This is an optimization exercise on Yosys and OpenROAD, whose aim is small area, a short achievable clock period and few clock cycles per item, not a production implementation.
Where RTL was checked, it was by simulation tests only, not by an equivalence proof against the original.
Only the layout flow was run in runs 4 and 5; the RTL was not checked for function there.
No activity file was given, so power comes from the tool's default toggle rates.

**design/flow/design.v**
```verilog
package scfc_pkg;
  localparam logic [2:0] OP_WRITE      = 3'd0;
  localparam logic [2:0] OP_CONSUME    = 3'd1;
  localparam logic [2:0] OP_WIN_UPDATE = 3'd2;
  localparam logic [2:0] OP_SHUTDOWN   = 3'd3;
  localparam logic [2:0] OP_PEER_CLOSE = 3'd4;
  localparam logic [2:0] OP_RESET      = 3'd5;
  localparam logic [2:0] OP_CLOSE      = 3'd6;
  localparam logic [1:0] MODE_OPEN      = 2'd0;
  localparam logic [1:0] MODE_HC_LOCAL  = 2'd1;
  localparam logic [1:0] MODE_HC_REMOTE = 2'd2;
  localparam logic [1:0] MODE_CLOSED    = 2'd3;
  localparam logic [1:0] KIND_STATUS     = 2'd0;
  localparam logic [1:0] KIND_DATA       = 2'd1;
  localparam logic [1:0] KIND_WIN_UPDATE = 2'd2;
  localparam logic [1:0] KIND_CLOSE      = 2'd3;
  localparam logic [2:0] STAT_OK       = 3'd0;
  localparam logic [2:0] STAT_CLOSED   = 3'd1;
  localparam logic [2:0] STAT_WAIT     = 3'd2;
  localparam logic [2:0] STAT_BUSY     = 3'd3;
  localparam logic [2:0] STAT_ABORTED  = 3'd4;
  localparam logic [2:0] STAT_TOO_LONG = 3'd5;
  localparam logic [15:0] LIM_RST     = 16'd16384;    
  localparam logic [30:0] HALF_RST    = 31'd131072;   
  localparam logic [31:0] CREDIT_RST  = 32'd262144;
endpackage
module scfc_add #(parameter int W = 16)
(
  input  logic [W-1:0] a,
  input  logic [W-1:0] b,
  input  logic         ci,
  output logic [W-1:0] s,
  output logic         co
);
  logic [W-1:0] p, g, pp, gg;
  always_comb begin
    p  = a ^ b;
    g  = a & b;
    pp = p;
    gg = g;
    gg[0] = g[0] | (p[0] & ci);
    for (int l = 0; (1 << l) < W; l++) begin
      for (int j = (2 << l) - 1; j < W; j += (2 << l)) begin
        gg[j] = gg[j] | (pp[j] & gg[j - (1 << l)]);
        pp[j] = pp[j] & pp[j - (1 << l)];
      end
    end
    for (int l = 4; l >= 0; l--) begin
      if ((2 << l) < W) begin
        for (int j = 3 * (1 << l) - 1; j < W; j += (2 << l)) begin
          gg[j] = gg[j] | (pp[j] & gg[j - (1 << l)]);
          pp[j] = pp[j] & pp[j - (1 << l)];
        end
      end
    end
    s  = p ^ {gg[W-2:0], ci};
    co = gg[W-1];
  end
endmodule
module scfc_front
(
  input  logic        req_valid,
  input  logic [2:0]  req_type,
  input  logic [31:0] req_amount,
  output logic        keep,
  output logic        req_w,
  output logic        req_wu,
  output logic        big
);
  assign keep = req_valid && (req_type != 3'd7);
  assign big  = |req_amount[31:16];
  assign req_w  = (req_type == 3'd0);
  assign req_wu = (req_type == 3'd2);
endmodule
module scfc_queue
(
  input  logic        clk,
  input  logic        rst,
  input  logic        keep,
  input  logic        big,
  input  logic [2:0]  req_type,
  input  logic        req_w,
  input  logic        req_wu,
  input  logic [31:0] req_amount,
  input  logic        pop,
  output logic        req_ready,
  output logic        q_valid,
  output logic [2:0]  q_type,
  output logic        q_w,
  output logic        q_wu,
  output logic        q_big,
  output logic [31:0] q_amount
);
  assign req_ready = !q_valid || pop;
  always_ff @(posedge clk) begin
    if (rst) begin
      q_valid <= 1'b0;
    end else if (req_ready) begin
      q_valid <= keep;
    end
  end
  always_ff @(posedge clk) begin
    if (req_ready) begin
      q_type   <= req_type;
      q_w      <= req_w;
      q_wu     <= req_wu;
      q_big    <= big;
      q_amount <= req_amount;
    end
  end
endmodule
module scfc_back
(
  input  logic        clk,
  input  logic        rst,
  input  logic        cfg_valid,
  output logic        cfg_ready,
  input  logic [1:0]  cfg_index,
  input  logic [31:0] cfg_data,
  output logic        rsp_valid,
  input  logic        rsp_ready,
  output logic [1:0]  rsp_frame_kind,
  output logic [31:0] rsp_frame_length,
  output logic [2:0]  rsp_status,
  output logic        rsp_last,
  output logic [1:0]  rsp_session_state,
  input  logic        q_valid,
  input  logic [2:0]  q_type,
  input  logic        q_w,
  input  logic        q_wu,
  input  logic        q_big,
  input  logic [31:0] q_amount,
  output logic        pop
);
  logic [15:0] lim;
  logic [30:0] half;
  logic [1:0]  mode, mode_n;
  logic [31:0] credit, credit_n;
  logic [15:0] pend, pend_n;
  logic [31:0] unack, unack_n;
  logic        drn, drn_n;
  logic        fx, fx_n;
  logic        ov;
  logic [1:0]  o_kind, kind_n;
  logic [31:0] o_len, len_n;
  logic [2:0]  o_stat, stat_n;
  logic        o_last, last_n;
  logic        word;
  logic adv;
  logic pnz, cnz;
  assign cfg_ready = 1'b1;
  assign adv       = !ov || rsp_ready;
  assign pop       = q_valid && !drn && adv;
  assign pnz       = |pend;
  assign cnz       = |credit;
  logic        sel_p, sel_c;
  logic [15:0] P;
  logic [31:0] C;
  assign sel_p = !drn && q_w;
  assign sel_c = !drn && q_wu;
  assign P = pend   | (sel_p ? q_amount[15:0] : 16'd0);
  assign C = credit | (sel_c ? q_amount : 32'd0);
  logic [15:0] X, d_px, d_cp, d_cl, c_hi_dec;
  logic        ge_px, ge_cp, ge_cl;
  logic        c_hi, p_lt_l, c_lt;
  logic        data;
  logic [15:0] chunk, P2;
  logic [31:0] C2;
  assign X = fx ? o_len[15:0] : lim;
  scfc_add #(16) u_px (.a(P),        .b(~X),    .ci(1'b1), .s(d_px),     .co(ge_px));
  scfc_add #(16) u_cp (.a(C[15:0]),  .b(~P),    .ci(1'b1), .s(d_cp),     .co(ge_cp));
  scfc_add #(16) u_cl (.a(C[15:0]),  .b(~lim),  .ci(1'b1), .s(d_cl),     .co(ge_cl));
  scfc_add #(16) u_cd (.a(C[31:16]), .b(16'hFFFF), .ci(1'b0), .s(c_hi_dec), .co());
  assign c_hi   = |C[31:16];
  assign p_lt_l = !ge_px;
  assign c_lt   = !c_hi && !ge_cp && !ge_cl;
  assign data   = (|P) && (|C);
  always_comb begin
    if (c_lt) begin
      chunk = C[15:0];
      C2    = 32'd0;
    end else if (p_lt_l) begin
      chunk = P;
      C2    = {ge_cp ? C[31:16] : c_hi_dec, d_cp};
    end else begin
      chunk = lim;
      C2    = {ge_cl ? C[31:16] : c_hi_dec, d_cl};
    end
    if (fx) begin
      P2 = d_px;
    end else if (c_lt) begin
      P2 = P;
    end else if (p_lt_l) begin
      P2 = 16'd0;
    end else begin
      P2 = d_px;
    end
  end
  logic [31:0] s_in, s_sum, s_sat;
  logic        s_co;
  assign s_in  = q_wu ? credit : unack;
  scfc_add #(32) u_sum (.a(s_in), .b(q_amount), .ci(1'b0), .s(s_sum), .co(s_co));
  assign s_sat = s_co ? 32'hFFFF_FFFF : s_sum;
  logic [33:0] cx, cy, cz, cs, cc, ct;
  logic        ge;
  assign cx = {2'b00, unack};
  assign cy = {2'b00, q_amount};
  assign cz = {3'b111, ~half};
  assign cs = cx ^ cy ^ cz;
  assign cc = {(cx[32:0] & cy[32:0]) | (cx[32:0] & cz[32:0]) | (cy[32:0] & cz[32:0]), 1'b1};
  scfc_add #(34) u_ge (.a(cs), .b(cc), .ci(1'b0), .s(ct), .co());
  assign ge = !ct[33];
  always_comb begin
    mode_n   = mode;
    credit_n = credit;
    pend_n   = pend;
    unack_n  = unack;
    drn_n    = drn;
    fx_n     = 1'b0;
    word     = 1'b0;
    kind_n   = scfc_pkg::KIND_STATUS;
    len_n    = 32'd0;
    stat_n   = scfc_pkg::STAT_OK;
    last_n   = 1'b1;
    if (drn) begin
      word     = 1'b1;
      pend_n   = P2;
      credit_n = C2;
      if (data) begin
        kind_n = scfc_pkg::KIND_DATA;
        len_n  = {16'd0, chunk};
        last_n = 1'b0;
        fx_n   = c_lt;
      end else begin
        stat_n = pnz ? scfc_pkg::STAT_WAIT : scfc_pkg::STAT_OK;
        drn_n  = 1'b0;
      end
    end else if (q_valid) begin
      word = 1'b1;
      unique case (q_type)
        scfc_pkg::OP_WRITE: begin
          if (mode[0]) begin
            stat_n = scfc_pkg::STAT_CLOSED;
          end else if (pnz) begin
            stat_n = scfc_pkg::STAT_BUSY;
          end else if (q_big) begin
            stat_n = scfc_pkg::STAT_TOO_LONG;
          end else begin
            pend_n   = P2;
            credit_n = C2;
            if (data) begin
              kind_n = scfc_pkg::KIND_DATA;
              len_n  = {16'd0, chunk};
              last_n = 1'b0;
              drn_n  = 1'b1;
              fx_n   = c_lt;
            end else begin
              stat_n = (|P) ? scfc_pkg::STAT_WAIT : scfc_pkg::STAT_OK;
            end
          end
        end
        scfc_pkg::OP_CONSUME: begin
          if (ge) begin
            kind_n  = scfc_pkg::KIND_WIN_UPDATE;
            len_n   = s_sat;
            unack_n = 32'd0;
          end else begin
            unack_n = s_sum;
          end
        end
        scfc_pkg::OP_WIN_UPDATE: begin
          if (pnz && !cnz) begin
            pend_n   = P2;
            credit_n = C2;
            if (data) begin
              kind_n = scfc_pkg::KIND_DATA;
              len_n  = {16'd0, chunk};
              last_n = 1'b0;
              drn_n  = 1'b1;
              fx_n   = c_lt;
            end else begin
              stat_n = scfc_pkg::STAT_WAIT;
            end
          end else begin
            credit_n = s_sat;
            if (pnz) begin
              word  = 1'b0;
              drn_n = 1'b1;
            end
          end
        end
        scfc_pkg::OP_SHUTDOWN: begin
          if (mode == scfc_pkg::MODE_OPEN) begin
            mode_n = scfc_pkg::MODE_HC_LOCAL;
            kind_n = scfc_pkg::KIND_CLOSE;
          end else if (mode == scfc_pkg::MODE_HC_REMOTE) begin
            mode_n = scfc_pkg::MODE_CLOSED;
            kind_n = scfc_pkg::KIND_CLOSE;
          end else begin
            stat_n = scfc_pkg::STAT_CLOSED;
          end
        end
        scfc_pkg::OP_PEER_CLOSE: begin
          if (mode == scfc_pkg::MODE_HC_LOCAL) begin
            mode_n = scfc_pkg::MODE_CLOSED;
          end else if (mode == scfc_pkg::MODE_OPEN) begin
            mode_n = scfc_pkg::MODE_HC_REMOTE;
          end
        end
        scfc_pkg::OP_RESET: begin
          pend_n = 16'd0;
          mode_n = scfc_pkg::MODE_CLOSED;
          stat_n = pnz ? scfc_pkg::STAT_ABORTED : scfc_pkg::STAT_OK;
        end
        scfc_pkg::OP_CLOSE: begin
          pend_n = 16'd0;
          mode_n = scfc_pkg::MODE_CLOSED;
          stat_n = pnz ? scfc_pkg::STAT_ABORTED : scfc_pkg::STAT_OK;
          if (mode != scfc_pkg::MODE_CLOSED) begin
            kind_n = scfc_pkg::KIND_CLOSE;
          end
        end
        default: begin
          word = 1'b0;
        end
      endcase
    end
  end
  always_ff @(posedge clk) begin
    if (rst) begin
      mode  <= scfc_pkg::MODE_OPEN;
      pend  <= 16'd0;
      unack <= 32'd0;
      drn   <= 1'b0;
      fx    <= 1'b0;
      ov    <= 1'b0;
    end else if (adv) begin
      mode  <= mode_n;
      pend  <= pend_n;
      unack <= unack_n;
      drn   <= drn_n;
      fx    <= fx_n;
      ov    <= word;
    end
  end
  always_ff @(posedge clk) begin
    if (adv) begin
      o_kind <= kind_n;
      o_len  <= len_n;
      o_stat <= stat_n;
      o_last <= last_n;
    end
  end
  always_ff @(posedge clk) begin
    if (rst) begin
      lim    <= scfc_pkg::LIM_RST;
      half   <= scfc_pkg::HALF_RST;
      credit <= scfc_pkg::CREDIT_RST;
    end else begin
      if (cfg_valid && cfg_index == 2'd0) begin
        lim <= (cfg_data[15:11] == 5'd0) ? 16'd2048 : cfg_data[15:0];
      end
      if (cfg_valid && cfg_index == 2'd1) begin
        half <= cfg_data[31:1];
      end
      if (cfg_valid && cfg_index == 2'd2) begin
        credit <= cfg_data;
      end else if (adv) begin
        credit <= credit_n;
      end
    end
  end
  assign rsp_valid         = ov;
  assign rsp_frame_kind    = o_kind;
  assign rsp_frame_length  = o_len;
  assign rsp_status        = o_stat;
  assign rsp_last          = o_last;
  assign rsp_session_state = mode;
endmodule
module stream_credit_flow_control
(
  input  logic        clk,
  input  logic        rst,
  input  logic        req_valid,
  output logic        req_ready,
  input  logic [2:0]  req_type,
  input  logic [31:0] req_amount,
  output logic        rsp_valid,
  input  logic        rsp_ready,
  output logic [1:0]  rsp_frame_kind,
  output logic [31:0] rsp_frame_length,
  output logic [2:0]  rsp_status,
  output logic        rsp_last,
  output logic [1:0]  rsp_session_state,
  input  logic        cfg_valid,
  output logic        cfg_ready,
  input  logic [1:0]  cfg_index,
  input  logic [31:0] cfg_data
);
  logic        keep, big, pop;
  logic        q_valid, q_big;
  logic [2:0]  q_type;
  logic        req_w, req_wu, q_w, q_wu;
  logic [31:0] q_amount;
  scfc_front u_front (
    .req_valid  (req_valid),
    .req_type   (req_type),
    .req_amount (req_amount),
    .keep       (keep),
    .req_w      (req_w),
    .req_wu     (req_wu),
    .big        (big)
  );
  scfc_queue u_queue (
    .clk        (clk),
    .rst        (rst),
    .keep       (keep),
    .big        (big),
    .req_type   (req_type),
    .req_w      (req_w),
    .req_wu     (req_wu),
    .req_amount (req_amount),
    .pop        (pop),
    .req_ready  (req_ready),
    .q_valid    (q_valid),
    .q_type     (q_type),
    .q_w        (q_w),
    .q_wu       (q_wu),
    .q_big      (q_big),
    .q_amount   (q_amount)
  );
  scfc_back u_back (
    .clk               (clk),
    .rst               (rst),
    .cfg_valid         (cfg_valid),
    .cfg_ready         (cfg_ready),
    .cfg_index         (cfg_index),
    .cfg_data          (cfg_data),
    .rsp_valid         (rsp_valid),
    .rsp_ready         (rsp_ready),
    .rsp_frame_kind    (rsp_frame_kind),
    .rsp_frame_length  (rsp_frame_length),
    .rsp_status        (rsp_status),
    .rsp_last          (rsp_last),
    .rsp_session_state (rsp_session_state),
    .q_valid           (q_valid),
    .q_type            (q_type),
    .q_w               (q_w),
    .q_wu              (q_wu),
    .q_big             (q_big),
    .q_amount          (q_amount),
    .pop               (pop)
  );
endmodule
```
**design/flow/flow/run.sh**
```bash
#!/bin/bash
# The standard layout, with the port buffers made from the smallest buffer cell.
set -euo pipefail
export BUFFER_PORTS_ARGS="-buffer_cell sky130_fd_sc_hd__buf_1"
bash standard.sh > standard.log 2>&1
```
**design/flow/standard.sh**
```bash
#!/bin/bash
# synth_recipe.tcl (not shown) runs the flow's synth.tcl, then flattens the netlist and writes it again
# the make line also repeats each setting of config.mk as NAME=value (left out here)
make -C /OpenROAD-flow-scripts/flow DESIGN_CONFIG=/design/flow/config.mk WORK_HOME=/design/flow/orfs CLKGATE_MAP_FILE= SYNTH_SCRIPT=/design/flow/synth_recipe.tcl "${@:-finish}"
```
**design/flow/config.mk**
```make
export PLATFORM = sky130hd
export DESIGN_NAME = stream_credit_flow_control
export DESIGN_NICKNAME = stream_credit_flow_control
export VERILOG_FILES = /design/flow/design.v
export SDC_FILE = /design/flow/constraint.sdc
export NUM_CORES = 4
export LEC_CHECK = 0
export CAP_MARGIN = 20
export CORE_MARGIN = 2
export CORE_UTILIZATION = 40
export SETUP_SLACK_MARGIN = 4.5
export SLEW_MARGIN = 20
```
**design/flow/constraint.sdc**
```tcl
create_clock -name core_clock -period 9.0 [get_ports {clk}]
set_input_delay 1.8000 -clock core_clock [delete_from_list [all_inputs] [get_ports {clk}]]
set_output_delay 1.8000 -clock core_clock [all_outputs]
set_load 0.01 [all_outputs]
```
==> summary.md, run 1 <==
| Metric | Value |
|---|---|
| Vias in the first global route | 13700 |
| Simple-Gate Fraction of Synth Area | roughly 15% |
| Period minus WS final | around 4400 ps |
| I/O pins | 117 |
| Kind of critical path | reg -> reg |
| # clock sinks | 209 |
| Cell repeated most along the worst path | nor2b_1 |
| Worst Max-Slew Pin Slew | approximately 1000 ps |
| Period utilisation layout | roughly half |
| Largest family of logic cells by synthesized area | compound AO/OA/AOI/OAI gates |
| Worst hold path class | reg -> reg |
| CTS Buffer Depth | 3 |
| Multiplexer area fraction after synthesis | under 10% |
| Setup Skew | between 10 and 15 ps |
| Compound-Gate Fraction of Synth Area | between 20 and 25% |
| Clk slew on worst S/H paths | around 70 ps |
| DP HPWL | about 41000 um |
| 1st-pass router iterations | 6 |
| Die ar. | roughly 40000 um2 |
| FMAX | roughly 230 MHz |
| Final setup violation count | 0 |
| Core box area | 37800 um2 |
| Final Power | slightly above 3 mW |
| # diodes | 0 |
| Setup TNS | 0 ps |
| DIE WIDTH | 200 um |
| Pwr Density | roughly 180 nW/um2 |
| Fraction of registers with async set/reset | 0% |
| Peak supply drop | approximately 0.13 mV |
| 1st-iter DRT viols | between 1000 and 1500 |
| Syn_area_per_cell | ~8.6 um2 |
| CP required | around 9500 ps |
| Leak pwr | approximately 7.6 nW |
| H-Tree Depth | 1 |
| CTS tree | yes |
| Synth Instances | about 1800 |
| Synth cell types | 81 |
| First-pass GRT wire length | roughly 83000 um |
| Status | finished clean |
| Clock Latency Late Sink | about 560 ps |
| WL met2 | 26400 um |
| CP cell instances | nor2b_1 -> buf_4 -> a21oi_1 -> ha_1 -> nor2b_1 -> o21ai_0 -> nor3b_1 -> and2_1 -> nand3_1 -> or3_1 -> o221ai_1 |
| Share of post-route cells with drive strength above 1 | a little under 8% |
| Post-synthesis xor/xnor area fraction | 2.38% |
| Post-synth top flop | dfxtp_1 |
| Crit Path Max Fanout | 18 |
| Synth top area share | about 17% |
| Top-count cell post-synth | nand2_1 |
| Critical Path AT | about 5000 ps |
| Final Net Count | ~2100 |
| DRC violations left | 0 |
| Final hold vios | 0 |
| Largest net degree at the start of global routing | 68 |
| Syn_nets | slightly above 2000 |
| # port buffers | around 120 |
| Area growth, synth to finish | 13.7% |
| RSZ-0062 raised after global routing | yes |
| Top sig layer | met4 |
| Chip Height | between 200 and 250 um |
| Via/cell ratio | ~5.8 |
| Worst setup margin | 4590 ps |
| Most area-hungry cell type in the Yosys netlist | dfxtp_1 |
| Worst path max stage delay | 790 ps |
| Routed len/inst | 23.0 um |
| Crit-path leading delay family | simple AND/OR/NAND/NOR gates |
| Synth Area in Adders | between 15 and 20% |
| Remaining antenna violation count after routing | 0 |
| GPL Wtd Cong | 0.944 |
| Max-Cap Viols | 0 |
| Wl on met1 | between 20000 and 25000 um |
| Post-synth EDFFs | 76 |
| Startpoint Class | flop |
| Synth area leaders | dfxtp_1 (17%), edfxtp_1 (15%), ha_1 (9.3%), fa_1 (9.1%), a21oi_1 (6.0%) |
| Most frequent cells after synthesis | nand2_1 (208), inv_1 (199), a21oi_1 (185) |
| Ys Warns | 5 |
| CP bufs+invs | 1 |
| Setup crit end kind | flop |
| Vias | about 14000 |
| Total Wirelength | between 50000 and 60000 um |
| Wire length on met3 | between 3000 and 4000 um |
| Starting density of the core | between 40 and 50% |
| Total track usage | 26.8% |
| Pins Over Slew Limit | 0 |
| Initial antenna violation count | 0 |
| Std cell rows | between 70 and 80 |
| Root Buffer | clkbuf_16 |
| Synthesis-stage register bit count | ~210 |
| Overflow after GRT | 0 |
| Post-Syn Area | 15400 um2 |
| CP max-delay cell | a21oi_1 |
| CTS Buf Count | 26 |
| Worst slack, placed | approximately 3800 ps |
| Slew headroom | slightly below 30% |
| Sequential fraction of the synthesis area | between 30% and 40% |
-- metal layers --
layer	vias to the layer above	global-route usage [%]
li1	6490	-
met1	6818	33.4
met2	543	45.9
met3	147	3.56
met4	0	12.6
met5	-	0
-- worst min-delay path, cell delays in order, from the launching register on --
cell	delay (ps)
dfxtp_1	320
nand2_1	40
o21ai_0	50
-- sequential cells by signal, summed over array words and instances, names as in the netlist --
register,flops
u_back.o_len,32
u_back.fx,1
u_queue.q_big,1
u_back.drn,1
u_back.o_kind,2
u_back.unack,32
u_back.lim,16
u_back.ov,1
u_queue.q_wu,1
u_back.half,31
u_back.o_stat,3
u_queue.q_w,1
u_back.mode,2
u_queue.q_type,3
u_back.credit,32
u_queue.q_amount,32
u_queue.q_valid,1
u_back.pend,16
u_back.o_last,1
-- worst paths after layout --
| kind | from | to | slack [ps] | cells after the start |
|---|---|---|---|---|
| setup / recovery | u_back.drn | u_back.pend[5] | 4590 | 11 |
| hold / removal | u_back.unack[17] | u_back.unack[17] | 450 | 2 |
| setup reg to reg | u_back.drn | u_back.pend[5] | 4590 | 11 |
| hold reg to reg | u_back.unack[17] | u_back.unack[17] | 450 | 2 |
-- cell usage in the layout, fill, tap and decap left out, types with 13 or more instances in the layout --
master	instances
buf_4	23
edfxtp_1	76
nand4_1	13
nand2_1	207
xor2_1	25
o21ai_0	132
xnor2_1	15
a21oi_1	173
mux2i_1	34
clkbuf_16	28
and2_1	17
inv_1	197
a31oi_1	16
nor4_1	20
nand2b_1	19
o22ai_1	19
ha_1	115
and3_1	23
buf_1	114
a21o_1	43
o21a_1	24
fa_1	70
nand3_1	27
nor2_1	91
dfxtp_1	132
-- stage by stage --
stage | area [um2] | instances | hold slack, ps | utilization, %
floorplan | 15400 | 1791 | 425 | -
global placement | 16300 | 2352 | 435 | 43.2
detailed placement | 16400 | 2352 | 443 | 43.2
CTS | 17300 | 2401 | 457 | 45.8
global route | 17500 | 2408 | 479 | 46.4
finish | 17500 | 2408 | 450 | 46.4
-- cell families after synthesis --
logic type | Yosys count
AO/OA/AOI/OAI | 543
AND/OR/NAND/NOR | 485
buffers and inverters | 287
flip-flops | 209
adder cells (fa/ha/maj) | 185
XOR/XNOR | 42
multiplexers | 39
other | 1
-- report_power, final --
group / internal, mW / leakage, nW / switching (mW)
logic: 0.331 / 5.24 / 0.545
registers: 1.02 / 1.93 / 0.0658
clock network: 0.660 / 0.447 / 0.458
-- layout make-up --
type                    count  area (um2)
multi-input cells        1296        9570
clock buffers              31         721
inverters                 200         751
fillers                  3769       20300
repair buffers            144         732
well taps                 511         639
clock inverters            17         180
flip-flops and latches    209        4950
-- timing repair --
action                                  4_1_cts  5_1_grt
endpoints found under the setup margin       63       88
hold buffers                                  0        0
pin swaps                                     1        4
gates resized for setup                      18       24
gates cloned                                  1        1
buffers inserted                              0        4
Testbench counts, summed over its fixed seeds: cycles 7,795, items 3,200.
==> inputs of run 2 (changes only) <==
--- a/design/flow/design.v
+++ b/design/flow/design.v
@@ -78,4 +78,5 @@
   input  logic        rst,
   input  logic        keep,
+  input  logic        keep_t,
   input  logic        big,
   input  logic [2:0]  req_type,
@@ -92,14 +93,16 @@
   output logic [31:0] q_amount
 );
-  assign req_ready = !q_valid || pop;
+  logic load;
+  assign load      = !q_valid || pop;
+  assign req_ready = load || !keep_t;
   always_ff @(posedge clk) begin
     if (rst) begin
       q_valid <= 1'b0;
-    end else if (req_ready) begin
+    end else if (load) begin
       q_valid <= keep;
     end
   end
   always_ff @(posedge clk) begin
-    if (req_ready) begin
+    if (load) begin
       q_type   <= req_type;
       q_w      <= req_w;
@@ -139,9 +142,10 @@
   logic [15:0] pend, pend_n;
   logic [31:0] unack, unack_n;
+  logic        uz, uz_n;   
   logic        drn, drn_n;
   logic        fx, fx_n;
   logic        ov;
   logic [1:0]  o_kind, kind_n;
-  logic [31:0] o_len, len_n;
+  logic [15:0] o_len, len_n;
   logic [2:0]  o_stat, stat_n;
   logic        o_last, last_n;
@@ -199,10 +203,10 @@
   logic [31:0] s_in, s_sum, s_sat;
   logic        s_co;
-  assign s_in  = q_wu ? credit : unack;
+  assign s_in  = q_wu ? credit : (uz ? 32'd0 : unack);
   scfc_add #(32) u_sum (.a(s_in), .b(q_amount), .ci(1'b0), .s(s_sum), .co(s_co));
   assign s_sat = s_co ? 32'hFFFF_FFFF : s_sum;
   logic [33:0] cx, cy, cz, cs, cc, ct;
   logic        ge;
-  assign cx = {2'b00, unack};
+  assign cx = {2'b00, uz ? 32'd0 : unack};
   assign cy = {2'b00, q_amount};
   assign cz = {3'b111, ~half};
@@ -216,9 +220,10 @@
     pend_n   = pend;
     unack_n  = unack;
+    uz_n     = uz;
     drn_n    = drn;
     fx_n     = 1'b0;
     word     = 1'b0;
     kind_n   = scfc_pkg::KIND_STATUS;
-    len_n    = 32'd0;
+    len_n    = 16'd0;
     stat_n   = scfc_pkg::STAT_OK;
     last_n   = 1'b1;
@@ -229,5 +234,5 @@
       if (data) begin
         kind_n = scfc_pkg::KIND_DATA;
-        len_n  = {16'd0, chunk};
+        len_n  = chunk;
         last_n = 1'b0;
         fx_n   = c_lt;
@@ -251,5 +256,5 @@
             if (data) begin
               kind_n = scfc_pkg::KIND_DATA;
-              len_n  = {16'd0, chunk};
+              len_n  = chunk;
               last_n = 1'b0;
               drn_n  = 1'b1;
@@ -261,10 +266,8 @@
         end
         scfc_pkg::OP_CONSUME: begin
+          unack_n = s_sat;
+          uz_n    = ge;
           if (ge) begin
-            kind_n  = scfc_pkg::KIND_WIN_UPDATE;
-            len_n   = s_sat;
-            unack_n = 32'd0;
-          end else begin
-            unack_n = s_sum;
+            kind_n = scfc_pkg::KIND_WIN_UPDATE;
           end
         end
@@ -275,5 +278,5 @@
             if (data) begin
               kind_n = scfc_pkg::KIND_DATA;
-              len_n  = {16'd0, chunk};
+              len_n  = chunk;
               last_n = 1'b0;
               drn_n  = 1'b1;
@@ -331,5 +334,5 @@
       mode  <= scfc_pkg::MODE_OPEN;
       pend  <= 16'd0;
-      unack <= 32'd0;
+      uz    <= 1'b1;
       drn   <= 1'b0;
       fx    <= 1'b0;
@@ -339,4 +342,5 @@
       pend  <= pend_n;
       unack <= unack_n;
+      uz    <= uz_n;
       drn   <= drn_n;
       fx    <= fx_n;
@@ -373,5 +377,5 @@
   assign rsp_valid         = ov;
   assign rsp_frame_kind    = o_kind;
-  assign rsp_frame_length  = o_len;
+  assign rsp_frame_length  = (o_kind == scfc_pkg::KIND_WIN_UPDATE) ? unack : {16'd0, o_len};
   assign rsp_status        = o_stat;
   assign rsp_last          = o_last;
@@ -416,4 +420,5 @@
     .rst        (rst),
     .keep       (keep),
+    .keep_t     (req_type != 3'd7),
     .big        (big),
     .req_type   (req_type),
--- a/design/flow/config.mk
+++ b/design/flow/config.mk
@@ -9,4 +9,6 @@
 export CORE_MARGIN = 2
 export CORE_UTILIZATION = 40
+export CTS_CLUSTER_DIAMETER = 150
+export CTS_CLUSTER_SIZE = 50
 export SETUP_SLACK_MARGIN = 4.5
 export SLEW_MARGIN = 20
==> summary.md, run 2 <==
| Metric | Value |
|---|---|
| DRC violations left | 0 (unchanged) |
| Final Net Count | 2040 (was 2136) |
| GPL Wtd Cong | 0.927 (was 0.944) |
| I/O pins | 117 (unchanged) |
| Period utilisation layout | 49.1% (was 49.0%) |
| # port buffers | 115 (unchanged) |
| M2 GR Usage | 43.2% (was 45.9%) |
| GRT met3 Usage | 3.52% (was 3.56%) |
| H-Tree Depth | 4 (was 1) |
| Vias | 13500 (was 14000) |
| Root Buffer | clkbuf_16 (unchanged) |
| Hold_sp | u_back.half[14] (was u_back.unack[17]) |
| Chip Height | 197 um (was 200 um) |
| GRT met1 Usage | 35.7% (was 33.4%) |
| Startpoint Class | input pin (was flop) |
| Largest net degree at the start of global routing | 49 (was 68) |
| Fill count | 3626 (was 3769) |
| Most area-hungry cell type in the Yosys netlist | edfxtp_1 (was dfxtp_1) |
| FMAX | 226 MHz (was 227 MHz) |
| Worst Hold Endpoint | u_back.half[14] (was u_back.unack[17]) |
| DIE WIDTH | 197 um (was 200 um) |
| RSZ-0062 raised after global routing | yes (unchanged) |
| Worst Max-Slew Pin Slew | 1150 ps (was 1040 ps) |
| Setup Skew | 12.6 ps (was 13.4 ps) |
| Pwr Density | 166 nW/um2 (was 176 nW/um2) |
| Post-Syn Area | 15000 um2 (was 15400 um2) |
| Kind of critical path | in -> out (was reg -> reg) |
| Commonest non-fill, non-tap cell in the layout | nand2_1 (unchanged) |
| Max-Cap Viols | 0 (unchanged) |
| # clock sinks | 194 (was 209) |
| Post-synth top flop | dfxtp_1 (unchanged) |
| Ys Warns | 5 (unchanged) |
| Most frequent cells in the layout | nand2_1 (254), a21oi_1 (160), inv_1 (135) (was nand2_1 (207), inv_1 (197), a21oi_1 (173)) |
| Cts hold-fix bufs | 0 (unchanged) |
| Post-synth EDFFs | 92 (was 76) |
| Synth area leaders | edfxtp_1 (18%), dfxtp_1 (14%), ha_1 (9.7%), fa_1 (9.5%), nand2_1 (6.4%) (was dfxtp_1 (17%), edfxtp_1 (15%), ha_1 (9.3%), fa_1 (9.1%), a21oi_1 (6.0%)) |
| Syn_nets | 1944 (was 2050) |
| Critical Path AT | 2620 ps (was 4870 ps) |
| Starting density of the core | 40.8% (about the same) |
| Period minus WS final | 4420 ps (was 4410 ps) |
| 1st-pass router iterations | 7 (was 6) |
| Synth top area share | 18.5% (was 17.3%) |
| DP HPWL | 38300 um (was 41300 um) |
| Total Wirelength | 51800 um (was 55300 um) |
| Peak supply drop | 0.142 mV (was 0.129 mV) |
| Setup crit end kind | primary output (was flop) |
| Final hold vios | 0 (unchanged) |
| Most frequent cells after synthesis | nand2_1 (254), a21oi_1 (164), inv_1 (136) (was nand2_1 (208), inv_1 (199), a21oi_1 (185)) |
| 1st-iter DRT viols | 1402 (was 1067) |
| Syn_area_per_cell | 8.89 um2 (was 8.62 um2) |
| CTS Buffer Depth | 2 (was 3) |
| Setup TNS | 0 ps (unchanged) |
| Worst hold path depth | 2 (unchanged) |
| Final Power | 2.79 mW (was 3.08 mW) |
| Crit Path Max Fanout | 10 (was 18) |
| Clock Latency Late Sink | 480 ps (was 560 ps) |
| Synth cell types | 73 (was 81) |
| Via/cell ratio | 5.95 (was 5.81) |
| Status | finished clean (unchanged) |
| Synthesis-stage register bit count | 194 (was 209) |
| Initial antenna violation count | 0 (unchanged) |
| First-pass GRT wire length | 77000 um (was 82600 um) |
| R2R Setup Slk | 4640 ps (was 4590 ps) |
| Share of post-route cells with drive strength above 1 | 8.65% (was 7.96%) |
| Reg-to-reg endpoint | u_back.credit[18] (was u_back.pend[5]) |
| Total track usage | 26.2% (was 26.8%) |
| Reg2reg path depth | 13 (was 11) |
| Vias in the first global route | 12900 (was 13700) |
| Fraction of registers with async set/reset | 0% (unchanged) |
| GR peak layer | met2 (unchanged) |
| Routed len/inst | 22.9 um (was 23.0 um) |
| Slew headroom | 23.2% (was 29.7%) |
| CP required | 7200 ps (was 9460 ps) |
| Top Registers | u_back.credit (32), u_back.unack (32), u_queue.q_amount (32) |
| Overflow after GRT | 0 (unchanged) |
| Final setup violation count | 0 (unchanged) |
| Area growth, synth to finish | 12.3% (was 13.7%) |
| # diodes | 0 (unchanged) |
| Clk slew on worst S/H paths | 80 ps (was 70 ps) |
| Sequential fraction of the synthesis area | 32.1% (was 32.0%) |
| Std cell rows | 70 (was 71) |
| Die ar. | 39000 um2 (was 40200 um2) |
| Top-count cell post-synth | nand2_1 (unchanged) |
| Leak pwr | 6.91 nW (was 7.61 nW) |
| Pins Over Slew Limit | 0 (unchanged) |
| Critical R2R Launch | u_queue.q_wu (was u_back.drn) |
| Remaining antenna violation count after routing | 0 (unchanged) |
| CTS Buf Count | 17 (was 26) |
| Worst hold path class | reg -> reg (unchanged) |
| CTS tree | yes (unchanged) |
| Synth Instances | 1683 (was 1791) |
| Core box area | 36700 um2 (was 37800 um2) |
run 2: timing repair:
action / in CTS / in global routing
cloned: 1 / 4
setup endpoints to repair: 66 / 66
setup buffers: 8 / 9
pin swaps: 6 / 7
resized for setup: 17 / 10
run 2: layer usage:
| layer | vias up | share of wire (%) |
|---|---|---|
| met5 | - | 0 |
| met2 | 554 | 47 |
| met4 | 0 | 2.4 |
| met1 | 6654 | 44 |
| li1 | 6181 | - |
| met3 | 67 | 6.3 |
run 2: worst max-delay path, stage by stage:
cell	delay, ps
buf_1	120
nor2b_4	70
o21ai_4	180
buf_12	180
nand2b_1	110
buf_1	150
run 2: logic make-up after synthesis:
| kind of cell | count (synthesis) | share of synthesized area [%] |
|---|---|---|
| simple gates | 565 | 18.3 |
| compound gates | 436 | 19.5 |
| buf+inv | 223 | 5.82 |
| flops | 194 | 32.1 |
| fa+ha+maj | 187 | 19.2 |
| mux | 39 | 2.79 |
| xor+xnor | 38 | 2.23 |
| other cells | 1 | 0.0251 |
run 2: area by class of cell:
cell class                 count  area (um2)  share of cell area [%]
tap                          468         586                    3.49
timing repair inverter         1        5.00                  0.0298
sequential                   194        4810                    28.6
inverter                     136         514                    3.06
clock buffer                  17         425                    2.53
multi-input combinational   1268        9430                    56.1
clock inverter                15         154                   0.916
timing repair buffer         161         878                    5.23
run 2: worst max path at each step:
stage,end,slack [ps],startpoint,cells after the start
finish,req_ready,4580,rsp_ready,6
global placement,u_back.pend[5],3700,u_queue.q_wu,15
global route,u_back.credit[18],4500,u_back.drn,14
detailed placement,u_back.pend[4],3560,u_queue.q_wu,15
CTS,u_back.pend[4],4530,u_queue.q_wu,14
floorplan,req_ready,4220,rsp_ready,4
run 2: report_power, final:
group / internal, mW / switching [mW] / leakage, nW
clock network: 0.390 / 0.398 / 0.272
logic: 0.378 / 0.582 / 4.86
registers: 0.975 / 0.0680 / 1.78
total: 1.74 / 1.05 / 6.91
run 2: per-stage QoR:
step                setup WS [ps]  cell area, um2  cells  util, %  hold WS [ps]
CTS                          4530           16600   2246     45.3           458
global route                 4500           16800   2260     45.8           475
finish                       4580           16800   2260     45.8           456
detailed placement           3560           15900   2205     43.3           447
global placement             3700           15900   2205     43.3           443
floorplan                    4220           15000   1683        -           436
Testbench counts of run 2, summed over its fixed seeds: cycles 7,775, items 3,200.
==> inputs of run 3 (changes only) <==
--- a/design/flow/config.mk
+++ b/design/flow/config.mk
@@ -9,6 +9,6 @@
 export CORE_MARGIN = 2
 export CORE_UTILIZATION = 40
-export CTS_CLUSTER_DIAMETER = 150
-export CTS_CLUSTER_SIZE = 50
+export CTS_CLUSTER_DIAMETER = 100
+export CTS_CLUSTER_SIZE = 30
 export SETUP_SLACK_MARGIN = 4.5
 export SLEW_MARGIN = 20
==> summary.md, run 3 <==
| Metric | Value |
|---|---|
| Status | finished clean (unchanged) |
| Period utilisation layout | 49.1% (unchanged) |
| Syn_nets | 1944 (unchanged) |
| Fill count | 3626 (unchanged) |
| CP bufs+invs | 3 (unchanged) |
| Compound-Gate Fraction of Synth Area | 19.5% (unchanged) |
| Largest net degree at the start of global routing | 49 (unchanged) |
| Most frequent cells in the layout | nand2_1 (254), a21oi_1 (160), inv_1 (135) (unchanged) |
| FMAX | 226 MHz (unchanged) |
| CTS Buf Count | 17 (unchanged) |
| Most area-hungry cell type in the Yosys netlist | edfxtp_1 (unchanged) |
| Fraction of registers with async set/reset | 0% (unchanged) |
| Core box area | 36700 um2 (unchanged) |
| Clk pwr share | 28.2% (about the same) |
| Total Wirelength | 51800 um (unchanged) |
| 1st-iter DRT viols | 1402 (unchanged) |
| Synth cell types | 73 (unchanged) |
| Starting density of the core | 40.8% (unchanged) |
| 1st-pass router iterations | 7 (unchanged) |
| Clk slew on worst S/H paths | 80 ps (about the same) |
| Crit Path Max Fanout | 10 (unchanged) |
| # clock sinks | 194 (unchanged) |
| Ys Warns | 5 (unchanged) |
| Slew headroom | 23.2% (unchanged) |
| Synth area leaders | edfxtp_1 (18%), dfxtp_1 (14%), ha_1 (9.7%), fa_1 (9.5%), nand2_1 (6.4%) (unchanged) |
| Setup Skew | 12.6 ps (unchanged) |
| Post-synthesis xor/xnor area fraction | 2.23% (unchanged) |
| Crit-path leading delay family | buffers and inverters (unchanged) |
| Multiplexer area fraction after synthesis | 2.79% (unchanged) |
| First-pass GRT wire length | 77000 um (unchanged) |
| Routed len/inst | 22.9 um (unchanged) |
| Final setup violation count | 0 (unchanged) |
| Pins Over Slew Limit | 0 (unchanged) |
| Leak pwr | 6.91 nW (unchanged) |
| Worst slack, placed | 3560 ps (unchanged) |
| Period minus WS final | 4420 ps (unchanged) |
| Setup crit end kind | primary output (unchanged) |
| CP required | 7200 ps (about the same) |
| Synth top area share | 18.5% (unchanged) |
| Share of power burned in combinational logic | 34.4% (about the same) |
| CP max-delay cell | o21ai_4 (unchanged) |
| Die ar. | 39000 um2 (unchanged) |
| Peak supply drop | 0.142 mV (unchanged) |
| Synthesis-stage register bit count | 194 (unchanged) |
| Most frequent cells after synthesis | nand2_1 (254), a21oi_1 (164), inv_1 (136) (unchanged) |
| Largest family of logic cells by synthesized area | compound AO/OA/AOI/OAI gates (unchanged) |
| CP cell instances | buf_1 -> nor2b_4 -> o21ai_4 -> buf_12 -> nand2b_1 -> buf_1 (unchanged) |
| DIE WIDTH | 197 um (unchanged) |
| DP HPWL | 38300 um (unchanged) |
| Std cell rows | 70 (unchanged) |
| GPL Wtd Cong | 0.927 (unchanged) |
| Synth Area in Adders | 19.2% (unchanged) |
| Top Registers | u_back.credit (32), u_back.unack (32), u_queue.q_amount (32) (unchanged) |
| Area growth, synth to finish | 12.3% (unchanged) |
| Via/cell ratio | 5.95 (unchanged) |
| Area of the multi-input gates | 9430 um2 (unchanged) |
| Worst hold path class | reg -> reg (unchanged) |
| Syn_area_per_cell | 8.89 um2 (unchanged) |
| Sequential power share | 37.4% (about the same) |
| Clock Latency Late Sink | 480 ps (about the same) |
| H-Tree Depth | 4 (unchanged) |
| Remaining antenna violation count after routing | 0 (unchanged) |
| Kind of critical path | in -> out (unchanged) |
| Switching power share of the total | 37.5% (unchanged) |
| Initial antenna violation count | 0 (unchanged) |
| Post-Syn Area | 15000 um2 (unchanged) |
| RSZ-0062 raised after global routing | yes (unchanged) |
| Simple-Gate Fraction of Synth Area | 18.3% (unchanged) |
| Vias | 13500 (unchanged) |
| Final hold vios | 0 (unchanged) |
| Setup TNS | 0 ps (unchanged) |
| P_int | 1.74 mW (unchanged) |
| Commonest non-fill, non-tap cell in the layout | nand2_1 (unchanged) |
| Worst Max-Slew Pin Slew | 1150 ps (unchanged) |
| Critical Path AT | 2620 ps (about the same) |
| Worst setup margin | 4580 ps (unchanged) |
| Final Net Count | 2040 (unchanged) |
| CTS Buffer Depth | 2 (unchanged) |
| Startpoint Class | input pin (unchanged) |
| DRC violations left | 0 (unchanged) |
| Root Buffer | clkbuf_16 (unchanged) |
| Sequential fraction of the synthesis area | 32.1% (unchanged) |
| Max-Cap Viols | 0 (unchanged) |
| Overflow after GRT | 0 (unchanged) |
| Synth Instances | 1683 (unchanged) |
| Worst path max stage delay | 180 ps (about the same) |
| # diodes | 0 (unchanged) |
| Switch Pwr | 1.05 mW (unchanged) |
| Vias in the first global route | 12900 (unchanged) |
| CTS tree | yes (unchanged) |
| I/O pins | 117 (unchanged) |
| Post-synth EDFFs | 92 (unchanged) |
| Share of post-route cells with drive strength above 1 | 8.65% (unchanged) |
| Chip Height | 197 um (unchanged) |
| Register Area | 4810 um2 (unchanged) |
| Top-count cell post-synth | nand2_1 (unchanged) |
| Total track usage | 26.2% (unchanged) |
| Pwr Density | 166 nW/um2 (unchanged) |
| Cell repeated most along the worst path | buf_1 (unchanged) |
| # port buffers | 115 (unchanged) |
| Post-synth top flop | dfxtp_1 (unchanged) |
| Utilization after layout | 45.8% (unchanged) |
## run 3: cell counts after synthesis
No cell type changed its count.
## run 3: power groups by stage
stage               clock (mW)  combinational, mW  sequential (mW)
floorplan                    0              0.648             1.03
global placement             0              0.890             1.06
detailed placement           0              0.903             1.06
CTS                      0.805              0.925             1.04
global route             0.830               1.06             1.05
finish                   0.788              0.960             1.04
## run 3: cells by family (layout without fill, tap and decap cells)
| family | after synthesis | in the layout |
|---|---|---|
| AOI/OAI and AO/OA | 436 | 437 |
| xor gates and xnor gates | 38 | 38 |
| adders and majority gates | 187 | 187 |
| buffers and inverters | 223 | 330 |
| DFF | 194 | 194 |
| muxes | 39 | 39 |
| other | 1 | 1 |
| and+or+nand+nor | 565 | 566 |
## run 3: layer usage
| layer | part of all wire (%) | GRT usage (%) |
|---|---|---|
| met1 | 44 | 35.7 |
| met2 | 47 | 43.2 |
| met3 | 6.3 | 3.52 |
| met4 | 2.4 | 8.02 |
| met5 | 0 | 0 |
## run 3: timing repair
action	CTS	global route
gates resized for setup	17	10
pin swaps	6	7
setup buffers	8	9
hold buffers	0	0
cloned	1	4
endpoints found under the setup margin	66	66
## run 3: metrics by stage
stage	total power [mW]	area, um2	hold slack (ps)	cells
global placement	1.95	15900	443	2205
finish	2.79	16800	456	2260
global route	2.94	16800	475	2260
CTS	2.77	16600	458	2246
detailed placement	1.96	15900	447	2205
floorplan	1.68	15000	436	1683
## run 3: final timing paths
check                  start           endpoint  slack (ps)  cells past startpoint
min reg2reg  u_back.half[14]    u_back.half[14]         460                      2
max                rsp_ready          req_ready        4580                      6
max reg2reg     u_queue.q_wu  u_back.credit[18]        4640                     13
min          u_back.half[14]    u_back.half[14]         460                      2
## run 3: area by class of cell
| cell class | count | area share, % |
|---|---|---|
| Multi-Input combinational cell | 1268 | 56.1 |
| Sequential cell | 194 | 28.6 |
| Timing Repair Buffer | 161 | 5.23 |
| Tap cell | 468 | 3.49 |
| Inverter | 136 | 3.06 |
| Clock buffer | 17 | 2.53 |
| Clock inverter | 15 | 0.916 |
| Timing Repair inverter | 1 | 0.0298 |
## run 3: worst min-delay path, cell delays in order, from the launching register on
cell and delay, ps:
dfxtp_1 310, nand2_1 50, a21oi_1 50
==> inputs of run 4 (changes only) <==
--- a/design/flow/design.v
+++ b/design/flow/design.v
@@ -85,4 +85,5 @@
   input  logic [31:0] req_amount,
   input  logic        pop,
+  input  logic        drn_nx,
   output logic        req_ready,
   output logic        q_valid,
@@ -90,4 +91,7 @@
   output logic        q_w,
   output logic        q_wu,
+  output logic        q_sin,
+  output logic        sel_p,
+  output logic        sel_c,
   output logic        q_big,
   output logic [31:0] q_amount
@@ -110,6 +114,11 @@
       q_big    <= big;
       q_amount <= req_amount;
+      q_sin    <= req_type[1];
     end
   end
+  always_ff @(posedge clk) begin
+    sel_p <= !drn_nx && (load ? req_w  : q_w);
+    sel_c <= !drn_nx && (load ? req_wu : q_wu);
+  end
 endmodule
 module scfc_back
@@ -134,4 +143,8 @@
   input  logic        q_big,
   input  logic [31:0] q_amount,
+  input  logic        q_sin,
+  input  logic        sel_p,
+  input  logic        sel_c,
+  output logic        drn_nx,
   output logic        pop
 );
@@ -156,11 +169,9 @@
   assign adv       = !ov || rsp_ready;
   assign pop       = q_valid && !drn && adv;
+  assign drn_nx    = !rst && (adv ? drn_n : drn);
   assign pnz       = |pend;
   assign cnz       = |credit;
-  logic        sel_p, sel_c;
   logic [15:0] P;
   logic [31:0] C;
-  assign sel_p = !drn && q_w;
-  assign sel_c = !drn && q_wu;
   assign P = pend   | (sel_p ? q_amount[15:0] : 16'd0);
   assign C = credit | (sel_c ? q_amount : 32'd0);
@@ -203,5 +214,5 @@
   logic [31:0] s_in, s_sum, s_sat;
   logic        s_co;
-  assign s_in  = q_wu ? credit : (uz ? 32'd0 : unack);
+  assign s_in  = q_sin ? credit : (uz ? 32'd0 : unack);
   scfc_add #(32) u_sum (.a(s_in), .b(q_amount), .ci(1'b0), .s(s_sum), .co(s_co));
   assign s_sat = s_co ? 32'hFFFF_FFFF : s_sum;
@@ -405,5 +416,5 @@
   logic        q_valid, q_big;
   logic [2:0]  q_type;
-  logic        req_w, req_wu, q_w, q_wu;
+  logic        req_w, req_wu, q_w, q_wu, q_sin, sel_p, sel_c, drn_nx;
   logic [31:0] q_amount;
   scfc_front u_front (
@@ -427,4 +438,5 @@
     .req_amount (req_amount),
     .pop        (pop),
+    .drn_nx     (drn_nx),
     .req_ready  (req_ready),
     .q_valid    (q_valid),
@@ -432,4 +444,7 @@
     .q_w        (q_w),
     .q_wu       (q_wu),
+    .q_sin      (q_sin),
+    .sel_p      (sel_p),
+    .sel_c      (sel_c),
     .q_big      (q_big),
     .q_amount   (q_amount)
@@ -453,4 +468,8 @@
     .q_w               (q_w),
     .q_wu              (q_wu),
+    .q_sin             (q_sin),
+    .sel_p             (sel_p),
+    .sel_c             (sel_c),
+    .drn_nx            (drn_nx),
     .q_big             (q_big),
     .q_amount          (q_amount),
--- a/design/flow/config.mk
+++ b/design/flow/config.mk
@@ -9,6 +9,6 @@
 export CORE_MARGIN = 2
 export CORE_UTILIZATION = 40
-export CTS_CLUSTER_DIAMETER = 100
-export CTS_CLUSTER_SIZE = 30
+export CTS_CLUSTER_DIAMETER = 150
+export CTS_CLUSTER_SIZE = 50
 export SETUP_SLACK_MARGIN = 4.5
 export SLEW_MARGIN = 20
==> summary.md, run 4 <==
| Metric | Value |
|---|---|
| Synth area leaders | edfxtp_1 (18%), dfxtp_1 (14%), ha_1 (9.8%), fa_1 (9.6%), nand2_1 (6.4%) (was edfxtp_1 (18%), dfxtp_1 (14%), ha_1 (9.7%), fa_1 (9.5%), nand2_1 (6.4%)) |
| # port buffers | 115 (unchanged) |
| Slew headroom | 25.7% (was 23.2%) |
| DRC violations left | 0 (unchanged) |
| Worst path max stage delay | 420 ps (was 180 ps) |
| Non-filler cells, final | 2216 (was 2260) |
| 1st-iter DRT viols | 1245 (was 1402) |
| Syn_nets | 1912 (was 1944) |
| # diodes | 0 (unchanged) |
| Pins Over Slew Limit | 0 (unchanged) |
| Total track usage | 26.8% (was 26.2%) |
| Period minus WS final | 4450 ps (was 4420 ps) |
| Syn_area_per_cell | 8.99 um2 (was 8.89 um2) |
| Synth cell types | 79 (was 73) |
| I/O pins | 117 (unchanged) |
| CTS Buf Count | 17 (unchanged) |
| Die ar. | 38700 um2 (was 39000 um2) |
| Final hold vios | 0 (unchanged) |
| Ys Warns | 5 (unchanged) |
| Overflow after GRT | 0 (unchanged) |
| DIE WIDTH | 197 um (about the same) |
| Share of post-route cells with drive strength above 1 | 7.61% (was 8.65%) |
| Synth top area share | 18.2% (was 18.5%) |
| Most frequent cells in the layout | nand2_1 (252), a21oi_1 (135), inv_1 (126) (was nand2_1 (254), a21oi_1 (160), inv_1 (135)) |
| Worst setup margin | 4550 ps (was 4580 ps) |
| Post-Syn Area | 14800 um2 (was 15000 um2) |
| GPL Wtd Cong | 0.903 (was 0.927) |
| Cell repeated most along the worst path | buf_1 (unchanged) |
| RSZ-0062 raised after global routing | yes (unchanged) |
| Most frequent cells after synthesis | nand2_1 (255), a21oi_1 (140), inv_1 (126) (was nand2_1 (254), a21oi_1 (164), inv_1 (136)) |
| Peak supply drop | 0.137 mV (was 0.142 mV) |
| Core box area | 36600 um2 (was 36700 um2) |
| CTS Buffer Depth | 2 (unchanged) |
| Crit Path Max Fanout | 7 (was 10) |
| Setup TNS | 0 ps (unchanged) |
| CP cell instances | buf_1 -> nor2b_2 -> o21ai_4 -> nand2b_1 -> buf_1 (was buf_1 -> nor2b_4 -> o21ai_4 -> buf_12 -> nand2b_1 -> buf_1) |
| Vias | 13100 (was 13500) |
| Largest net degree at the start of global routing | 65 (was 49) |
| H-Tree Depth | 4 (unchanged) |
| Synthesis-stage register bit count | 196 (was 194) |
| Startpoint Class | input pin (unchanged) |
| Initial antenna violation count | 0 (unchanged) |
| Period utilisation layout | 49.4% (was 49.1%) |
| Top-count cell post-synth | nand2_1 (unchanged) |
| Post-synth top flop | dfxtp_1 (unchanged) |
| Clk slew on worst S/H paths | 70 ps (was 80 ps) |
| Worst Max-Slew Pin Slew | 1120 ps (was 1150 ps) |
| Setup crit end kind | primary output (unchanged) |
| Vias in the first global route | 13000 (was 12900) |
| 1st-pass router iterations | 5 (was 7) |
| # clock sinks | 196 (was 194) |
| First-pass GRT wire length | 78000 um (was 77000 um) |
| Top Registers | u_back.credit (32), u_back.unack (32), u_queue.q_amount (32) (unchanged) |
| Fraction of registers with async set/reset | 0% (unchanged) |
| Starting density of the core | 40.5% (was 40.8%) |
| DP HPWL | 37300 um (was 38300 um) |
| Area of the multi-input gates | 9320 um2 (was 9430 um2) |
| Worst slack, placed | 4290 ps (was 3560 ps) |
| CTS tree | yes (unchanged) |
| R2R Setup Slk | 4640 ps (about the same) |
| Placed cells | 2179 (was 2205) |
| Remaining antenna violation count after routing | 0 (unchanged) |
| Root Buffer | clkbuf_16 (unchanged) |
| Pwr Density | 149 nW/um2 (was 166 nW/um2) |
| Chip Height | 197 um (about the same) |
| CP required | 7200 ps (about the same) |
| Register Area | 4830 um2 (was 4810 um2) |
| Final setup violation count | 0 (unchanged) |
| Via/cell ratio | 5.90 (was 5.95) |
| Critical Path AT | 2650 ps (was 2620 ps) |
| Area growth, synth to finish | 11.0% (was 12.3%) |
| Fill count | 3596 (was 3626) |
| Synth Instances | 1651 (was 1683) |
| Worst hold path class | reg -> reg (unchanged) |
| Std cell rows | 70 (unchanged) |
| Max-Cap Viols | 0 (unchanged) |
| Most area-hungry cell type in the Yosys netlist | edfxtp_1 (unchanged) |
| Leak pwr | 6.73 nW (was 6.91 nW) |
| Commonest non-fill, non-tap cell in the layout | nand2_1 (unchanged) |
| Sequential fraction of the synthesis area | 32.5% (was 32.1%) |
| Routed len/inst | 23.0 um (was 22.9 um) |
| Status | finished clean (unchanged) |
| Post-synth EDFFs | 90 (was 92) |
| Clock Latency Late Sink | 460 ps (was 480 ps) |
| Total Wirelength | 50900 um (was 51800 um) |
| Kind of critical path | in -> out (unchanged) |
| Final Net Count | 1996 (was 2040) |
| FMAX | 225 MHz (was 226 MHz) |
| CP max-delay cell | nor2b_2 (was o21ai_4) |
| Setup Skew | 15.3 ps (was 12.6 ps) |
==> run 4: report_power, final <==
group	internal, mW	switching, mW
combinational	0.250	0.394
clock	0.426	0.378
sequential	0.967	0.0455
total	1.64	0.818
==> run 4: timing repair <==
item	CTS	global route
resized for setup	3	18
endpoints found under the setup margin	24	40
buffers inserted	1	4
pin swaps	1	1
hold buffers	0	0
==> run 4: kinds of logic (layout without fill, tap and decap cells) <==
family	count (synthesis)	in the layout	share of synthesized area, %
compound gates	439	439	19.8
xor+xnor	43	43	2.54
fa+ha+maj	187	187	19.4
buf+inv	205	302	5.48
flops	196	196	32.5
mux	44	44	3.15
other cells	1	1	0.0253
simple gates	536	536	17.2
==> run 4: worst max-delay path, delay by kind of cell <==
family / cells / cell delay [ps]
AND/OR/NAND/NOR: 2 / 570
AO/OA/AOI/OAI: 1 / 70
buffers and inverters: 2 / 210
==> run 4: layout make-up <==
type | count | area share [%]
clock buffers | 21 | 2.80
clock inverters | 11 | 0.767
inverters | 127 | 2.89
multi-input cells | 1250 | 56.6
flip-flops and latches | 196 | 29.3
well taps | 468 | 3.56
repair buffers | 143 | 4.09
==> run 4: layer usage <==
| metal | wire length [um] | track usage, % |
|---|---|---|
| met5 | 0 | 0 |
| met4 | 1500 | 9.41 |
| met3 | 3330 | 3.97 |
| met2 | 24000 | 44.3 |
| met1 | 22000 | 35.9 |
==> run 4: final timing paths <==
kind | from | to | cells past startpoint
setup / recovery | rsp_ready | req_ready | 5
hold / removal | u_back.half[14] | u_back.half[14] | 2
setup reg to reg | u_back.fx | u_back.credit[17] | 13
hold reg to reg | u_back.half[14] | u_back.half[14] | 2
==> run 4: through the flow <==
stage,hold WS [ps],util (%),power [mW],area [um2]
2_1_floorplan,425,-,1.46,14900
3_3_place_gp,444,43.0,1.65,15700
3_5_place_dp,447,43.1,1.66,15800
4_1_cts,458,44.7,2.46,16400
5_1_grt,479,45.0,2.57,16500
6_report,457,45.0,2.46,16500
==> inputs of run 5 (changes only) <==
--- a/design/flow/config.mk
+++ b/design/flow/config.mk
@@ -11,4 +11,4 @@
 export CTS_CLUSTER_DIAMETER = 150
 export CTS_CLUSTER_SIZE = 50
-export SETUP_SLACK_MARGIN = 4.5
+export SETUP_SLACK_MARGIN = 5.0
 export SLEW_MARGIN = 20
==> summary.md, run 5 <==
| Metric | Value |
|---|---|
| Status | finished clean (unchanged) |
| Reg-to-reg endpoint | u_back.credit[19] (was u_back.credit[17]) |
| Die ar. | 38700 um2 (unchanged) |
| Synth Instances | 1651 (unchanged) |
| Peak supply drop | 0.139 mV (was 0.137 mV) |
| Pins Over Slew Limit | 0 (unchanged) |
| Top Registers | u_back.credit (32), u_back.unack (32), u_queue.q_amount (32) (unchanged) |
| Worst path max stage delay | 160 ps (was 420 ps) |
| Synth Area in Adders | 19.4% (unchanged) |
| Most area-hungry cell type in the Yosys netlist | edfxtp_1 (unchanged) |
| CP cell instances | buf_6 -> nor2b_4 -> o21ai_4 -> buf_12 -> nand2b_4 -> buf_6 (was buf_1 -> nor2b_2 -> o21ai_4 -> nand2b_1 -> buf_1) |
| Final hold vios | 0 (unchanged) |
| Vias in the first global route | 12900 (was 13000) |
| First-pass GRT wire length | 77800 um (was 78000 um) |
| Post-Syn Area | 14800 um2 (unchanged) |
| Synthesis-stage register bit count | 196 (unchanged) |
| Share of post-route cells with drive strength above 1 | 11.1% (was 7.61%) |
| # port buffers | 115 (unchanged) |
| Crit Path Max Fanout | 2 (was 7) |
| RSZ-0062 raised after global routing | yes (unchanged) |
| CP Capture Point | req_ready (unchanged) |
| Synth cell types | 79 (unchanged) |
| CP required | 7200 ps (about the same) |
| Simple-Gate Fraction of Synth Area | 17.2% (unchanged) |
| Compound-Gate Fraction of Synth Area | 19.8% (unchanged) |
| Synth area leaders | edfxtp_1 (18%), dfxtp_1 (14%), ha_1 (9.8%), fa_1 (9.6%), nand2_1 (6.4%) (unchanged) |
| Syn_area_per_cell | 8.99 um2 (unchanged) |
| Clk slew on worst S/H paths | 70 ps (about the same) |
| FMAX | 231 MHz (was 225 MHz) |
| Reg2reg path depth | 18 (was 13) |
| Largest net degree at the start of global routing | 65 (unchanged) |
| Leak pwr | 7.03 nW (was 6.73 nW) |
| Post-synth EDFFs | 90 (unchanged) |
| Top-count cell post-synth | nand2_1 (unchanged) |
| 1st-iter DRT viols | 1279 (was 1245) |
| # clock sinks | 196 (unchanged) |
| CP bufs+invs | 3 (was 2) |
| Post-synthesis xor/xnor area fraction | 2.54% (unchanged) |
| Core box area | 36600 um2 (unchanged) |
| Overflow after GRT | 0 (unchanged) |
| CTS Buf Count | 17 (unchanged) |
| DRC violations left | 0 (unchanged) |
| Via/cell ratio | 5.94 (was 5.90) |
| Most frequent cells after synthesis | nand2_1 (255), a21oi_1 (140), inv_1 (126) (unchanged) |
| Setup crit start | rsp_ready (unchanged) |
| GPL Wtd Cong | 0.922 (was 0.903) |
| Switch Pwr | 0.830 mW (was 0.818 mW) |
| Most frequent cells in the layout | nand2_1 (250), inv_1 (125), a21oi_1 (122) (was nand2_1 (252), a21oi_1 (135), inv_1 (126)) |
| H-Tree Depth | 4 (unchanged) |
| # diodes | 0 (unchanged) |
| Root Buffer | clkbuf_16 (unchanged) |
| Final setup violation count | 0 (unchanged) |
| P_int | 1.68 mW (was 1.64 mW) |
| Pwr Density | 147 nW/um2 (was 149 nW/um2) |
| Remaining antenna violation count after routing | 0 (unchanged) |
| Std cell rows | 70 (unchanged) |
| Post-synth top flop | dfxtp_1 (unchanged) |
| DIE WIDTH | 197 um (unchanged) |
| Cts hold-fix bufs | 0 (unchanged) |
| CTS tree | yes (unchanged) |
| R2R Setup Slk | 5090 ps (was 4640 ps) |
| Routed len/inst | 23.2 um (was 23.0 um) |
| Crit-path leading delay family | buffers and inverters (was simple AND/OR/NAND/NOR gates) |
| 1st-pass router iterations | 5 (unchanged) |
| Kind of critical path | in -> out (unchanged) |
| Ys Warns | 5 (unchanged) |
| Total Wirelength | 52100 um (was 50900 um) |
| Multiplexer area fraction after synthesis | 3.15% (unchanged) |
| Synth top area share | 18.2% (unchanged) |
| Syn_nets | 1912 (unchanged) |
| Critical R2R Launch | u_queue.q_type[1] (was u_back.fx) |
| Share of power burned in combinational logic | 27.1% (was 26.2%) |
| Period utilisation layout | 48.1% (was 49.4%) |
| Final Net Count | 2024 (was 1996) |
| Worst Max-Slew Pin Slew | 1110 ps (was 1120 ps) |
| Clock Latency Late Sink | 470 ps (was 460 ps) |
| Commonest non-fill, non-tap cell in the layout | nand2_1 (unchanged) |
| Cell repeated most along the worst path | buf_6 (was buf_1) |
| I/O pins | 117 (unchanged) |
| Sequential power share | 40.3% (was 41.1%) |
| CP max-delay cell | nor2b_4 (was nor2b_2) |
| Area growth, synth to finish | 15.0% (was 11.0%) |
| Chip Height | 197 um (unchanged) |
| Starting density of the core | 40.5% (unchanged) |
| Switching power share of the total | 33.0% (was 33.2%) |
| Setup TNS | 0 ps (unchanged) |
| Critical Path Stages | 6 (was 5) |
| Fraction of registers with async set/reset | 0% (unchanged) |
| Setup crit end kind | primary output (unchanged) |
| Slew headroom | 25.9% (was 25.7%) |
| CTS Buffer Depth | 2 (unchanged) |
| Initial antenna violation count | 1 (was 0) |
| Sequential fraction of the synthesis area | 32.5% (unchanged) |
| DP HPWL | 37100 um (was 37300 um) |
| Total track usage | 26.8% (about the same) |
| Setup Skew | 13.3 ps (was 15.3 ps) |
| Minimum hold slack | 455 ps (was 457 ps) |
| Largest family of logic cells by synthesized area | compound AO/OA/AOI/OAI gates (unchanged) |
| Critical Path AT | 2530 ps (was 2650 ps) |
| Clk pwr share | 32.6% (was 32.7%) |
| Startpoint Class | input pin (unchanged) |
| Vias | 13300 (was 13100) |
| Max-Cap Viols | 0 (unchanged) |
| Worst hold path class | reg -> reg (unchanged) |
| Period minus WS final | 4330 ps (was 4450 ps) |
-- run 5: cell count changes in the layout (fill, tap and decap cells not counted), moves of 4 or more --
cell	before	now
fa_1	71	67
o21ai_0	73	67
fa_2	0	4
buf_4	24	39
a21oi_1	135	122
nand2b_1	38	34
buf_12	0	6
o21ai_1	1	5
a21oi_2	4	15
-- run 5: kinds of logic after synthesis --
logic type      Yosys count
xor+xnor                 43
buf+inv                 205
mux                      44
fa+ha+maj               187
other cells               1
flops                   196
compound gates          439
simple gates            536
-- run 5: power groups by stage --
stage | logic [mW] | registers (mW) | clock network (mW)
after global placement | 0.618 | 1.03 | 0
after floorplan | 0.447 | 1.01 | 0
after detailed placement | 0.629 | 1.03 | 0
after global routing | 0.752 | 1.02 | 0.858
after CTS | 0.649 | 1.01 | 0.828
final | 0.681 | 1.01 | 0.819
-- run 5: worst min-delay path by stage --
stage                          startpoint         endpoint  slack, ps  cells after the start
after global routing      u_back.half[14]  u_back.half[14]        470                      2
after floorplan               u_queue.q_w      u_queue.q_w        430                      2
after detailed placement  u_back.half[20]  u_back.half[20]        450                      2
after global placement    u_back.half[20]  u_back.half[20]        440                      2
final                     u_back.half[14]  u_back.half[14]        450                      2
after CTS                 u_back.half[20]  u_back.half[20]        460                      2
-- run 5: area by class of cell --
class / instances / area [um2]
flip-flops and latches: 196 / 4830
multi-input cells: 1251 / 9500
clock buffers: 19 / 443
inverters: 127 / 480
well taps: 468 / 586
repair buffers: 170 / 1060
fillers: 3595 / 19500
clock inverters: 13 / 159
-- run 5: through the flow --
step	setup WS, ps	total power, mW	cell area, um2	instances	utilization (%)
after floorplan	4240	1.46	14900	1651	-
after global placement	4020	1.65	15700	2178	43.0
after detailed placement	3980	1.66	15800	2179	43.0
after CTS	4660	2.49	16700	2226	45.6
after global routing	4660	2.62	17100	2244	46.6
final	4670	2.51	17100	2244	46.6
-- run 5: repair_timing --
action,in CTS,in global routing
gates resized for setup,51,44
endpoints found under the setup margin,94,75
cloned,3,3
setup buffers,12,15
pin swaps,5,14
-- run 5: worst reg2reg max path: cells and delay by family (launching register included) --
kind	cells	cell delay, ps
AO/OA/AOI/OAI	6	1240
XOR/XNOR	1	160
buffers and inverters	4	620
adder cells (fa/ha/maj)	2	580
multiplexers	1	300
AND/OR/NAND/NOR	4	440
flip-flops	1	470
-- run 5: routing by layer --
layer / up-vias / track usage [%] / wire length (um)
li1: 6096 / - / -
met1: 6561 / 36.2 / 22500
met2: 570 / 42.9 / 23800
met3: 94 / 4.57 / 4040
met4: 0 / 10.7 / 1790
met5: - / 0 / 0

-- afterwards: timing with drivers on the ports --
The flow's constraints put no driver on any port. The routed layouts listed below were extracted and timed again, unchanged, in two steps. Step 1 (the two cells are an assumption about what drives the block):
set clk [get_ports {clk}]
set_driving_cell -lib_cell sky130_fd_sc_hd__clkbuf_16 $clk
set_driving_cell -lib_cell sky130_fd_sc_hd__buf_2 [delete_from_list [all_inputs] $clk]
Step 2 also shifts input and output timing later by t, the mid clock arrival at the registers, as if the neighbouring blocks saw the same clock. Slacks: ideal ports / drivers / drivers and shift; pairs: ideal ports / drivers.
run	shift t [ns]	setup WS [ns]	worst setup path after step 2	clock arrival spread, ns
run 1	0.609	4.594 / 4.594 / 4.482	input to register	0.013 / 0.013
run 2	0.530	4.583 / 4.561 / 4.220	input to register	0.013 / 0.012
run 3	0.530	4.583 / 4.561 / 4.220	input to register	0.013 / 0.012
run 4	0.512	4.551 / 4.531 / 4.531	input to output	0.015 / 0.015
run 5	0.514	4.673 / 4.642 / 4.642	input to output	0.014 / 0.013
After both steps every run listed still meets setup and hold.
